What follows belongs to an exercise in optimizing a design on an open flow for small area and a short achievable clock period; a production flow would make more cautious choices. The RTL was checked by simulation tests, not by an equivalence proof against the original design. No activity file was given, so power comes from the tool's default toggle rates.

==> inputs of v22 <==
Design fdiv_mul, start of the top module:
module fdiv_mul #(
   parameter int unsigned FINV_LAT = 3
) (
   input  logic        clk,
   input  logic        rst,
   input  logic        in_valid,
   input  logic [31:0] x,
   input  logic [31:0] y,
   input  logic [31:0] y_inv,
   output logic        out_valid,
   output logic [31:0] q,
   output logic        dbz
);
clock: 9.0 ns
lec_check: 0
cap_margin: 20
core_margin: 2
core_utilization: 40
slew_margin: 20
run.sh (not shown) runs the stock make flow with config.mk's settings and CLKGATE_MAP_FILE= SYNTH_SCRIPT=/design/flow/synth_recipe.tcl, a recipe that flattens the netlist after the stock synthesis.
==> v26: changes against v22 <==
==> flow/flow/run.sh (new file) <==
#!/bin/bash
set -euo pipefail
MARGIN=$(cat flow/margin.txt)
echo "export SETUP_SLACK_MARGIN = ${MARGIN}" >> config.mk
bash standard.sh > standard.log 2>&1
==> flow/flow/margin.txt (new file) <==
6.0
==> flow/standard.sh (new file) <==
#!/bin/bash
# synth_recipe.tcl (not shown) runs the flow's synth.tcl, then flattens the netlist and writes it again
# the make line also repeats each setting of config.mk as NAME=value (left out here)
make -C /OpenROAD-flow-scripts/flow DESIGN_CONFIG=/design/flow/config.mk WORK_HOME=/design/flow/orfs CLKGATE_MAP_FILE= SYNTH_SCRIPT=/design/flow/synth_recipe.tcl "${@:-finish}"
--- a/flow/config.mk
+++ b/flow/config.mk
@@ -9,3 +9,4 @@
 export CORE_MARGIN = 2
 export CORE_UTILIZATION = 40
 export SLEW_MARGIN = 20
+export SETUP_SLACK_MARGIN = 6.0
removed: flow/run.sh
==> v32: changes against v22 <==
--- a/flow/config.mk
+++ b/flow/config.mk
@@ -8,4 +8,5 @@
 export CAP_MARGIN = 20
 export CORE_MARGIN = 2
 export CORE_UTILIZATION = 40
+export SETUP_SLACK_MARGIN = 5
 export SLEW_MARGIN = 20
==> run notes <==
Run status: v32 complete, no violations; v26 complete, no violations; v22 complete, no violations
Crit path buf inv count: v32 3; v26 5; v22 2
CTS resizes: v32 19; v26 242; v22 0
Via count of the first global-routing pass: v32 17800; v26 18100; v22 17700
Met3 capacity usage during global routing: v32 6.50%; v26 6.22%; v22 6.52%
Min Clock Period, post-route: v32 3.99 ns; v26 3.92 ns; v22 4.68 ns
Vias per std cell: v32 5.33; v26 5.52; v22 5.31
Critical Path Slowest Stage Cell: v32 sky130_fd_sc_hd__fa_1; v26 sky130_fd_sc_hd__fa_1; v22 sky130_fd_sc_hd__clkinv_1
Share of final-layout standard cells stronger than drive strength 1: v32 8.93%; v26 19.6%; v22 7.05%
Reg-to-reg setup timing slack: v32 5.01 ns; v26 5.08 ns; v22 4.32 ns
Relative slew slack: v32 21.7%; v26 20.8%; v22 20.7%
Endpoint, Worst Hold: v32 dbz; v26 q[31]; v22 dbz
Startpoint of the worst hold path: v32 dbz_q; v26 s_q; v22 dbz_q
R2R Path End: v32 q[13]; v26 q[4]; v22 cs_q[60]
Overall via count from detail_route: v32 16700; v26 17900; v22 16600
Clock Network Area Fraction: v32 4.98%; v26 4.45%; v22 5.05%
N_diodes: v32 0; v26 1; v22 0
Growth of design area from synthesis to finish: v32 15.2%; v26 27.0%; v22 13.5%
FF-to-FF Start: v32 cs_q[75]; v26 cs_q[51]; v22 bneg[9]
RSZ-0062 raised after global routing: v32 yes; v26 yes; v22 no

---

==> run a <==
fdiv_mul, a different RTL version from the one above (not shown whole).
export LEC_CHECK = 0
export CAP_MARGIN = 20
export CORE_MARGIN = 2
export CORE_UTILIZATION = 60
export PLACE_DENSITY = 0.75
export SLEW_MARGIN = 20
export SETUP_SLACK_MARGIN = 6.1
export CTS_ARGS = -sink_clustering_enable -repair_clock_nets -dont_use_dummy_load
export BUFFER_PORTS_ARGS = -buffer_cell sky130_fd_sc_hd__buf_2
create_clock -name core_clock -period 9.0 [get_ports {clk}]
standard.sh (not shown) runs the stock make flow with config.mk's settings and CLKGATE_MAP_FILE= SYNTH_SCRIPT=/design/flow/synth_recipe.tcl, a recipe that flattens the netlist after the stock synthesis.
==> flow/flow/run.sh <==
#!/bin/bash
set -euo pipefail
cat flow/settings.mk >> config.mk
bash standard.sh > standard.log 2>&1
==> flow/flow/settings.mk <==
export SETUP_SLACK_MARGIN = 6.1
export CTS_ARGS = -sink_clustering_enable -repair_clock_nets -dont_use_dummy_load
export BUFFER_PORTS_ARGS = -buffer_cell sky130_fd_sc_hd__buf_2
==> inputs of run b, as changes to run a <==
- CORE_UTILIZATION: 60 -> 40
- PLACE_DENSITY: 0.75 -> not set
==> run notes <==
| quantity | run b | run a |
|---|---|---|
| Status | complete, no violations | complete, no violations |
| Layout cell share with drive strength beyond 1 | 0.117 | 0.116 |
| Initial antenna violation count | 0 | 1 |
| Pin slew with the least headroom to its limit | 0.760 ns | 0.758 ns |
| Detail Route met2 WL | 27,300 um | 27,100 um |
| Biggest fanout along the worst timing path | 1 | 24 |
| Internal cell power | 5510 uW | 5490 uW |
| Wire length of the first global-routing pass | 94,800 um | 91,600 um |
| Portion of the clock cycle consumed by the worst path in the final layout | 0.318 | 0.317 |
| First element of the critical path | q[0]$_DFF_P_ | bone[7]$_DFF_P_ |
| CTS Buf Count | 50 | 47 |
| Register share of total power | 0.361 | 0.363 |
| Final-layout clock-cell area share | 0.0464 | 0.0444 |
| Smallest hold slack | 0.307 ns | 0.301 ns |
| Setup ws final | 6.14 ns | 6.14 ns |
| Nets | 2,659 | 2,654 |
| Headroom to the max-slew limit | 0.490 | 0.494 |
| Design Area, Final | 0.0270 mm2 | 0.0265 mm2 |
| Cells on worst reg2reg path | 8 | 6 |
| Wire length the detailed router placed on met1 | 24,200 um | 21,700 um |
| Power in sequential cells | 3170 uW | 3200 uW |
| Worst clock skew | 0.0435 ns | 0.0541 ns |
| End of the critical path | q[0] | t1_q[69]$_DFF_P_ |
| Final Power | 8800 uW | 8820 uW |
| Cell area reported after detailed placement | 0.0255 mm2 | 0.0251 mm2 |
| Clock latency on the worst-skew pair | 0.59 ns | 0.58 ns |

## static timing again, ports no longer ideal
No port has a modelled driver above. Below, the same layouts with a new extraction and two added sets of constraints. Step 1: set_driving_cell puts a clkbuf_16 on clk and a buf_2 on each other input, an assumption about the parent block. Step 2, shift: input delay + t, output delay - t, t = (earliest + latest rising clock arrival at the registers) / 2. This alone moves slack from input paths to output paths. Slacks: ideal ports / drivers / drivers and shift; pairs: ideal ports / drivers.
| run | t (ns) | setup slack, ns | worst setup path at the end | latest minus earliest clock arrival (ns) | worst data-port slew with drivers (ns) |
|---|---|---|---|---|---|
| v22 | 0.629 | 4.320 / 4.320 / 4.320 | register to register | 0.047 / 0.048 | 0.05 |
| v26 | 0.608 | 5.083 / 5.083 / 5.083 | register to register | 0.028 / 0.028 | 0.05 |
| v32 | 0.629 | 5.007 / 5.007 / 5.007 | register to register | 0.048 / 0.048 | 0.05 |
| run a | 0.614 | 6.144 / 6.108 / 6.144 | register to register | 0.058 / 0.058 | 0.04 |
| run b | 0.626 | 6.136 / 6.075 / 6.173 | register to register | 0.045 / 0.044 | 0.05 |
After both steps every run listed still meets setup and hold.
